This is an optimization exercise on Yosys and OpenROAD, whose aim is small area, a short achievable clock period and few clock cycles per item, not a production implementation. Only simulation tests tie the RTL to the original design; equivalence was not proved.

[config.mk]
export PLATFORM = sky130hd
export DESIGN_NAME = xoshiro_int8_noise_generator_unit
export DESIGN_NICKNAME = xoshiro_int8_noise_generator_unit
export VERILOG_FILES = /design/flow/design.v
export SDC_FILE = /design/flow/constraint.sdc
export NUM_CORES = 4
export LEC_CHECK = 0
export CAP_MARGIN = 20
export CORE_MARGIN = 2
export CORE_UTILIZATION = 40
export SLEW_MARGIN = 20
[constraint.sdc]
create_clock -name core_clock -period 11.0 [get_ports {clk}]
set_input_delay 2.2000 -clock core_clock [delete_from_list [all_inputs] [get_ports {clk}]]
set_output_delay 2.2000 -clock core_clock [all_outputs]
set_load 0.01 [all_outputs]
[design.v]
`timescale 1ns / 1ps
package xng_pkg;
  localparam int unsigned BYTES_PER_WORD_DEF = 8;
  localparam logic [63:0] GOLDEN_GAMMA = 64'h9E37_79B9_7F4A_7C15;
  localparam logic [63:0] MIX_MUL_A    = 64'hBF58_476D_1CE4_E5B9;
  localparam logic [63:0] MIX_MUL_B    = 64'h94D0_49BB_1331_11EB;
  localparam logic [15:0] STREAM_STEP  = 16'h9E37;
  localparam logic [7:0]  NOISE_MOD    = 8'd127;
  localparam logic [7:0]  NOISE_OFFSET = 8'd63;
  localparam logic MODE_RESEED   = 1'b0;
  localparam logic MODE_GENERATE = 1'b1;
  typedef enum logic [2:0] {
    ST_IDLE,
    ST_SEED,
    ST_MIX,
    ST_MUL_A,
    ST_MUL_B,
    ST_ADV
  } seq_state_t;
  typedef struct packed {
    logic       load;
    logic [3:0] count;
  } emit_req_t;
endpackage
`timescale 1ns / 1ps
module xng_mul64lo (
  input  logic        clk,
  input  logic        rst_n,
  input  logic        run,
  input  logic [63:0] a,
  input  logic [63:0] b,
  output logic        done,
  output logic [63:0] prod
);
  localparam logic [1:0] PH_LOLO = 2'd0;
  localparam logic [1:0] PH_LOHI = 2'd1;
  localparam logic [1:0] PH_HILO = 2'd2;
  logic [1:0]  phase_r, phase_nxt;
  logic [63:0] acc_r, acc_nxt;
  logic [31:0] op_x, op_y;
  logic [63:0] pp;
  logic [31:0] hi_sum;
  always_comb begin
    case (phase_r)
      PH_LOLO: begin
        op_x = a[31:0];
        op_y = b[31:0];
      end
      PH_LOHI: begin
        op_x = a[31:0];
        op_y = b[63:32];
      end
      PH_HILO: begin
        op_x = a[63:32];
        op_y = b[31:0];
      end
      default: begin
        op_x = '0;
        op_y = '0;
      end
    endcase
  end
  assign pp     = 64'(op_x) * 64'(op_y);
  assign hi_sum = acc_r[63:32] + pp[31:0];
  always_comb begin
    phase_nxt = phase_r;
    acc_nxt   = acc_r;
    done      = 1'b0;
    if (run) begin
      case (phase_r)
        PH_LOLO: begin
          acc_nxt   = pp;
          phase_nxt = PH_LOHI;
        end
        PH_LOHI: begin
          acc_nxt   = {hi_sum, acc_r[31:0]};
          phase_nxt = PH_HILO;
        end
        PH_HILO: begin
          done      = 1'b1;
          phase_nxt = PH_LOLO;
        end
        default: begin
          phase_nxt = PH_LOLO;
        end
      endcase
    end
  end
  assign prod = {hi_sum, acc_r[31:0]};
  always_ff @(posedge clk) begin
    if (!rst_n) begin
      phase_r <= PH_LOLO;
    end else begin
      phase_r <= phase_nxt;
    end
    acc_r <= acc_nxt;
  end
endmodule
`timescale 1ns / 1ps
import xng_pkg::*;
module xng_emit
#(
  parameter int unsigned BYTES_PER_WORD = xng_pkg::BYTES_PER_WORD_DEF
) (
  input  logic        clk,
  input  logic        rst_n,
  input  xng_pkg::emit_req_t req,
  input  logic [63:0] word,
  output logic        busy,
  output logic        out_tvalid,
  input  logic        out_tready,
  output logic [6:0]  out_noise,
  output logic        out_tlast
);
  localparam int unsigned WORD_W = 8 * BYTES_PER_WORD;
  localparam logic [3:0]  MAX_CNT = 4'(BYTES_PER_WORD);
  logic [WORD_W-1:0] word_r, word_nxt;
  logic [3:0]        cnt_r, cnt_nxt;
  logic              valid_r, valid_nxt;
  logic [6:0]        noise_r, noise_nxt;
  logic              last_r, last_nxt;
  logic              advance;
  logic [7:0]        map_m;
  logic [7:0]        map_d;
  always_comb begin
    if (word_r[7:0] >= 8'(2 * NOISE_MOD)) begin
      map_m = word_r[7:0] - 8'(2 * NOISE_MOD);
    end else if (word_r[7:0] >= NOISE_MOD) begin
      map_m = word_r[7:0] - NOISE_MOD;
    end else begin
      map_m = word_r[7:0];
    end
    map_d = map_m - NOISE_OFFSET;
  end
  assign busy    = (cnt_r != 4'd0);
  assign advance = busy && (!valid_r || out_tready);
  always_comb begin
    word_nxt  = word_r;
    cnt_nxt   = cnt_r;
    valid_nxt = valid_r;
    noise_nxt = noise_r;
    last_nxt  = last_r;
    if (valid_r && out_tready) begin
      valid_nxt = 1'b0;
    end
    if (advance) begin
      valid_nxt = 1'b1;
      noise_nxt = map_d[6:0];
      last_nxt  = (cnt_r == 4'd1);
      word_nxt  = word_r >> 8;
      cnt_nxt   = cnt_r - 4'd1;
    end else if (req.load) begin
      word_nxt = word[WORD_W-1:0];
      cnt_nxt  = (req.count > MAX_CNT) ? MAX_CNT : req.count;
    end
  end
  always_ff @(posedge clk) begin
    if (!rst_n) begin
      cnt_r   <= '0;
      valid_r <= 1'b0;
    end else begin
      cnt_r   <= cnt_nxt;
      valid_r <= valid_nxt;
    end
    word_r  <= word_nxt;
    noise_r <= noise_nxt;
    last_r  <= last_nxt;
  end
  assign out_tvalid = valid_r;
  assign out_noise  = noise_r;
  assign out_tlast  = last_r;
endmodule
`timescale 1ns / 1ps
import xng_pkg::*;
module xoshiro_int8_noise_generator_unit
#(
  parameter int unsigned BYTES_PER_WORD = xng_pkg::BYTES_PER_WORD_DEF
) (
  input  logic        clk,
  input  logic        rst_n,
  input  logic        cfg_valid,
  output logic        cfg_ready,
  input  logic [63:0] cfg_data,      
  input  logic        in_tvalid,
  output logic        in_tready,
  input  logic [15:0] in_tdata,      
  input  logic        in_tuser,      
  output logic        out_tvalid,
  input  logic        out_tready,
  output logic [7:0]  out_tdata,     
  output logic        out_tlast
);
  xng_pkg::seq_state_t state_r;
  xng_pkg::seq_state_t state_nxt;
  logic [63:0] base_seed_r;
  logic [63:0] s0_r, s1_r, s2_r, s3_r;
  logic [24:0] step_r;
  logic [63:0] acc_r;
  logic [63:0] z_r;
  logic [63:0] t_r;
  logic [1:0]  idx_r;
  logic [3:0]  count_r;
  logic        in_xfer;
  logic        mul_run;
  logic        mul_done;
  logic [63:0] mul_b;
  logic [63:0] prod;
  logic [63:0] acc_sum;
  logic [63:0] rot_t;
  logic [63:0] word;
  logic [63:0] s3_x;
  logic        emit_busy;
  xng_pkg::emit_req_t emit_req;
  logic [6:0]  out_noise;
  assign cfg_ready = 1'b1;
  assign in_xfer   = in_tvalid && in_tready;
  assign acc_sum   = acc_r + GOLDEN_GAMMA;
  assign rot_t     = {t_r[56:0], t_r[63:57]};
  assign word      = rot_t + {rot_t[60:0], 3'b000};
  assign s3_x      = s3_r ^ s1_r;
  always_comb begin
    state_nxt = state_r;
    case (state_r)
      ST_IDLE: begin
        if (in_xfer) begin
          state_nxt = (in_tuser == MODE_GENERATE) ? ST_ADV : ST_SEED;
        end
      end
      ST_SEED:  state_nxt = ST_MIX;
      ST_MIX:   state_nxt = ST_MUL_A;
      ST_MUL_A: begin
        if (mul_done) begin
          state_nxt = ST_MUL_B;
        end
      end
      ST_MUL_B: begin
        if (mul_done) begin
          state_nxt = (idx_r == 2'd3) ? ST_IDLE : ST_MIX;
        end
      end
      ST_ADV:   state_nxt = ST_IDLE;
      default:  state_nxt = ST_IDLE;
    endcase
  end
  always_comb begin
    in_tready      = (state_r == ST_IDLE) && !emit_busy;
    mul_run        = (state_r == ST_MUL_A) || (state_r == ST_MUL_B);
    mul_b          = (state_r == ST_MUL_A) ? MIX_MUL_A : MIX_MUL_B;
    emit_req.load  = (state_r == ST_ADV);
    emit_req.count = count_r;
  end
  always_ff @(posedge clk) begin
    if (!rst_n) begin
      state_r     <= ST_IDLE;
      base_seed_r <= '0;
      s0_r        <= '0;
      s1_r        <= '0;
      s2_r        <= '0;
      s3_r        <= '0;
      idx_r       <= '0;
    end else begin
      state_r <= state_nxt;
      if (cfg_valid && cfg_ready) begin
        base_seed_r <= cfg_data;
      end
      case (state_r)
        ST_IDLE: begin
          if (in_xfer && (in_tuser == MODE_GENERATE)) begin
            s0_r <= s0_r ^ s3_x;
            s1_r <= s1_r ^ s2_r ^ s0_r;
            s2_r <= s2_r ^ s0_r ^ {s1_r[46:0], 17'd0};
            s3_r <= {s3_x[18:0], s3_x[63:19]};
          end
          idx_r <= '0;
        end
        ST_MUL_B: begin
          if (mul_done) begin
            case (idx_r)
              2'd0:    s0_r <= prod ^ (prod >> 31);
              2'd1:    s1_r <= prod ^ (prod >> 31);
              2'd2:    s2_r <= prod ^ (prod >> 31);
              default: s3_r <= prod ^ (prod >> 31);
            endcase
            idx_r <= idx_r + 2'd1;
          end
        end
        default: begin
        end
      endcase
    end
  end
  always_ff @(posedge clk) begin
    if (state_r == ST_IDLE && in_xfer) begin
      step_r  <= 25'(9'(in_tdata[7:0]) + 9'd1) * 25'(STREAM_STEP);
      t_r     <= s1_r + {s1_r[61:0], 2'b00};
      count_r <= in_tdata[11:8];
    end
    case (state_r)
      ST_SEED: acc_r <= base_seed_r + 64'(step_r);
      ST_MIX: begin
        acc_r <= acc_sum;
        z_r   <= acc_sum ^ (acc_sum >> 30);
      end
      ST_MUL_A: begin
        if (mul_done) begin
          z_r <= prod ^ (prod >> 27);
        end
      end
      default: begin
      end
    endcase
  end
  xng_mul64lo u_mul (
    .clk   (clk),
    .rst_n (rst_n),
    .run   (mul_run),
    .a     (z_r),
    .b     (mul_b),
    .done  (mul_done),
    .prod  (prod)
  );
  xng_emit #(
    .BYTES_PER_WORD (BYTES_PER_WORD)
  ) u_emit (
    .clk        (clk),
    .rst_n      (rst_n),
    .req        (emit_req),
    .word       (word),
    .busy       (emit_busy),
    .out_tvalid (out_tvalid),
    .out_tready (out_tready),
    .out_noise  (out_noise),
    .out_tlast  (out_tlast)
  );
  assign out_tdata = {1'b0, out_noise};
endmodule
[run.sh]
#!/bin/bash
# synth_recipe.tcl (not shown) runs the flow's synth.tcl, then flattens the netlist and writes it again
# the make line also repeats each setting of config.mk as NAME=value (left out here)
make -C /OpenROAD-flow-scripts/flow DESIGN_CONFIG=/design/flow/config.mk WORK_HOME=/design/flow/orfs CLKGATE_MAP_FILE= SYNTH_SCRIPT=/design/flow/synth_recipe.tcl finish
==> run summary <==
logic make-up (layout without fill, tap and decap cells):
group	after synthesis	in the layout	share of synthesized area, %
fa+ha+maj	1446	1446	33.6
other cells	2	3	0.0102
flops	689	689	23.6
xor+xnor	635	635	7.60
mux	82	82	1.12
buf+inv	1405	1520	7.20
compound gates	1759	1759	14.1
simple gates	2115	2115	12.8
flip-flops by register name (all words and copies together), names as in the netlist, 7 cells and up:
name	count
acc_r	64
base_seed_r	64
s0_r	64
s1_r	64
s2_r	64
s3_r	64
t_r	64
u_emit.word_r	64
u_mul.acc_r	64
z_r	64
step_r	25
u_emit.noise_r	7
routing by layer:
metal	up-vias	wire length, µm
met1	29098	110000
met3	410	15400
li1	27060	-
met2	2067	112000
met4	0	11500
met5	-	0
worst paths after layout:
check | endpoint | slack (ps) | cells after the start
worst max-delay path | z_r[33]$_DFFE_PP_ | 510 | 37
worst max register to register | z_r[33]$_DFFE_PP_ | 510 | 37
worst min-delay path | u_emit.word_r[61]$_SDFFE_PP0P_ | 460 | 2
worst min register to register | u_emit.word_r[61]$_SDFFE_PP0P_ | 460 | 2
per-stage QoR:
stage	hold slack (ps)	util, %	area, µm²
after floorplan	432	-	73400
after global placement	445	42.6	77900
after detailed placement	450	42.6	77900
after CTS	461	44.0	80300
after global routing	483	44.0	80400
final	460	44.0	80400
worst max-delay path: cells and delay by family, from the launching register on:
family | cells | cell delay [ps]
buf+inv | 5 | 760
simple gates | 8 | 1220
flops | 1 | 410
xor+xnor | 3 | 720
fa+ha+maj | 10 | 4350
compound gates | 11 | 2660
cell type report:
| type | instances | area share [%] |
|---|---|---|
| clock buffer | 105 | 2.71 |
| inverter | 1085 | 5.08 |
| tap | 2385 | 3.71 |
| sequential | 689 | 21.5 |
| multi-input combinational | 6039 | 63.5 |
| timing repair buffer | 300 | 3.17 |
| antenna | 1 | 0.00311 |
| clock inverter | 30 | 0.346 |
synthesized netlist by cell type, drive strengths merged (10+ instances only):
cell type	n	area, µm²
a211oi	42	315
a21boi	14	105
a21o	146	1100
a21oi	673	3370
a22oi	28	210
a31o	14	123
a31oi	52	325
and2	59	369
and3	55	344
buf	39	155
clkbuf	281	1050
dfxtp	340	6810
edfxtp	349	10500
fa	874	17500
ha	572	7160
inv	1083	4070
mux2i	81	811
nand2	591	2220
nand2b	74	463
nand3	83	415
nand3b	42	315
nand4	27	169
nor2	858	3220
nor2b	60	375
nor3	168	841
nor3b	21	158
o211ai	22	165
o21a	63	473
o21ai	522	2610
o21bai	38	285
o22ai	13	81.3
o31ai	33	248
or2	38	238
or3	10	62.6
xnor2	347	3040
xor2	287	2510
cell usage in the layout, fill, tap and decap left out, types with 13 or more instances in the layout:
cell / instances
sky130_fd_sc_hd__or2_2: 38
sky130_fd_sc_hd__clkinv_2: 13
sky130_fd_sc_hd__a31oi_1: 52
sky130_fd_sc_hd__nor3_1: 167
sky130_fd_sc_hd__and3_1: 55
sky130_fd_sc_hd__o22ai_1: 13
sky130_fd_sc_hd__ha_1: 572
sky130_fd_sc_hd__mux2i_1: 81
sky130_fd_sc_hd__buf_4: 204
sky130_fd_sc_hd__o21ai_0: 508
sky130_fd_sc_hd__nand4_1: 27
sky130_fd_sc_hd__nor2b_1: 58
sky130_fd_sc_hd__edfxtp_1: 349
sky130_fd_sc_hd__clkbuf_1: 14
sky130_fd_sc_hd__nand2_1: 590
sky130_fd_sc_hd__o211ai_1: 22
sky130_fd_sc_hd__and2_1: 58
sky130_fd_sc_hd__nand3b_1: 42
sky130_fd_sc_hd__o31ai_1: 33
sky130_fd_sc_hd__a31o_2: 13
sky130_fd_sc_hd__a21oi_1: 670
sky130_fd_sc_hd__a21boi_0: 14
sky130_fd_sc_hd__o21a_1: 60
sky130_fd_sc_hd__xor2_1: 286
sky130_fd_sc_hd__nor2_1: 852
sky130_fd_sc_hd__xnor2_1: 346
sky130_fd_sc_hd__clkdlybuf4s50_1: 89
sky130_fd_sc_hd__nor3b_1: 21
sky130_fd_sc_hd__a22oi_1: 28
sky130_fd_sc_hd__clkbuf_16: 80
sky130_fd_sc_hd__o21bai_1: 38
sky130_fd_sc_hd__inv_1: 1081
sky130_fd_sc_hd__a21o_1: 146
sky130_fd_sc_hd__nand3_1: 82
sky130_fd_sc_hd__nand2b_1: 71
sky130_fd_sc_hd__dfxtp_1: 338
sky130_fd_sc_hd__fa_1: 874
sky130_fd_sc_hd__a211oi_1: 42
timing repair:
item	in CTS	in global routing
gates resized for setup	0	2
setup endpoints to repair	0	21
setup buffers	0	2
==> run summary <==
Timing
Setup violations remaining at the end of the flow were counted as 0. The final max-slew violation count came to 0. In the final timing run, aggregate negative setup slack is 0 ps. For the final database, setup skew stands at 41.8 ps.

Setup repair after global routing left no endpoint under its margin. For the finished layout, the period the worst path requires is 10490 ps. The worst slew margin relative to its limit is 23.5%.

At the pin with the least slew margin, the transition time is 1140 ps. The peak clock frequency supported by timing is 95.3 MHz. Of the available clock period, the critical path in the final layout requires 95.4%. The number of hold violations in the final report is 0.

The final worst-path setup slack is 509 ps.

Floorplan
The total die area is 0.187 mm². The die span in y is 432 µm. For this design the top-level I/O count stands at 98. The placement row count is 157. The total area inside the core boundary comes to 0.183 mm².

The starting density of the core is 40.2%. The die outline width is 432 µm.

Clock tree
The maximum number of buffers from clock root to sink is 3. The source-to-sink clock delay at the later pin of the worst-skew pair is 680 ps. The number of clock buffers added by TritonCTS is 75. The deepest level of the CTS H-tree is 3. After clock tree synthesis, the flow added hold-fix buffers numbering 0. The clock-pin transition on the worst setup and hold timing paths is 60 ps. TritonCTS built the clock tree. In this run the clock root is driven by a sky130_fd_sc_hd__clkbuf_16. Counting every sink on the clock net gives 689.

Global routing
For this run the aggregate overflow at the end of global routing stands at 0. The met1 track demand over resource is 36.9%. Entering global routing, the biggest net connects 128 pins. The met2 track utilization from global routing is 42.5%. The initial antenna violation count was 8.

The first-pass GRT wire length is 373000 µm. The global routing stage identified its most utilized layer as met2. The combined global-route utilization of all metal layers is 26.7%. The number of global-route vias before repair was 58957. For met3 alone, demand over resource in global routing was 3.23%.

Logic synthesis
Counting flops with a built-in enable in the synthesized netlist gives 349. Summing the sequential cell areas from Yosys gives 23.6% of the chip area. The cell count after synthesis came out at 8133. Counting distinct cell types in the post-synthesis netlist gives 81.

Counting flops and latches in the post-synthesis netlist gives 689. A synthesized cell averages 9.02 µm². The fraction of registers with async set/reset is 0%. The net count of the mapped netlist is 9665. The Yosys step of the flow raised 3 warnings. Among all flip-flop cells after synthesis, the most frequent one is sky130_fd_sc_hd__edfxtp_1. The synthesized area is 0.0734 mm².

Critical path
The slowest stage of the critical path is the sky130_fd_sc_hd__fa_1 cell. Data on the critical path arrives at its endpoint at 10830 ps. The library cell appearing most often on the critical path is sky130_fd_sc_hd__fa_1. The endpoint kind of the worst setup timing path is a flop. STA classifies the critical path startpoint as a flop. The longest individual stage delay on the worst path is 560 ps.

The start point of the critical path is u_mul.phase_r[0]$_SDFFE_PN0P_. The highest net fanout along the worst path is 11. The reg-to-reg startpoint is u_mul.phase_r[0]$_SDFFE_PN0P_. At the worst endpoint, the required time is 11340 ps. The worst setup path category is flop to flop.

Route
The first routing iteration left 5363 violations. Dividing the detail-routed via count by the number of cells gives 5.51. Once detail routing completed, the nets flagged for antenna violations numbered 0. After detailed routing, the average wire length per cell comes to 23.4 µm. The total number of vias is 58635. After detailed routing, the number of remaining DRC violations is 0.

The number of optimization iterations in the first detailed-route pass is 9. The final wirelength is 249000 µm.

Final layout
The net count of the finished layout is 9722. In the final layout, the multi-input gates occupy 0.0510 mm². Of the cells placed in the final design, the portion with a size suffix greater than 1 is 5.24%. The layout overhead on the synthesized area is 9.49%. The final instance count without filler cells is 10634.

Across the whole layout, storage elements account for 0.0173 mm². The layout filler cell count is 17824.

Place
The congestion estimate from routability-driven global placement came to 0.973. The detailed-placement wirelength estimate is 203000 µm. OpenSTA, run right after detailed placement, puts the worst setup slack at 507 ps. The number of input and output port buffers inserted is 91. The number of placed instances, taps included is 10496.

Run status
The run finished with no timing, DRC or antenna violations.

Hold path
In this run the worst hold path is classified as flop to flop. The startpoint identified for the worst hold timing path is u_emit.word_r[61]$_SDFFE_PP0P_.

Job
The tool flagged a number of max-cap violations equal to 0.
Testbench counts, summed over its fixed seeds: cycles 22,616, bytes 16,560.

==> static timing again, ports no longer ideal <==
The results above use ideal ports. As a check the final layout listed here was re-extracted and re-timed, cells and wires unchanged. Step 1, drivers: a clkbuf_16 drives clk and a buf_2 each remaining input, both assumed. Step 2, shift: input delay + t, output delay - t, t = (earliest + latest rising clock arrival at the registers) / 2. This alone moves slack from input paths to output paths. Three values: ideal ports, drivers, drivers and shift; two values: the first two.
shift t [ns]: 0.738
setup slack, ns: 0.509 / 0.509 / 0.509
latest minus earliest clock arrival (ns): 0.043 / 0.043
worst slew at a driven data input, ns: 0.06
After both steps setup and hold are still met in this run. The setup slack of this run moves by 0.000 ns with the drivers and by 0.000 ns with both steps.
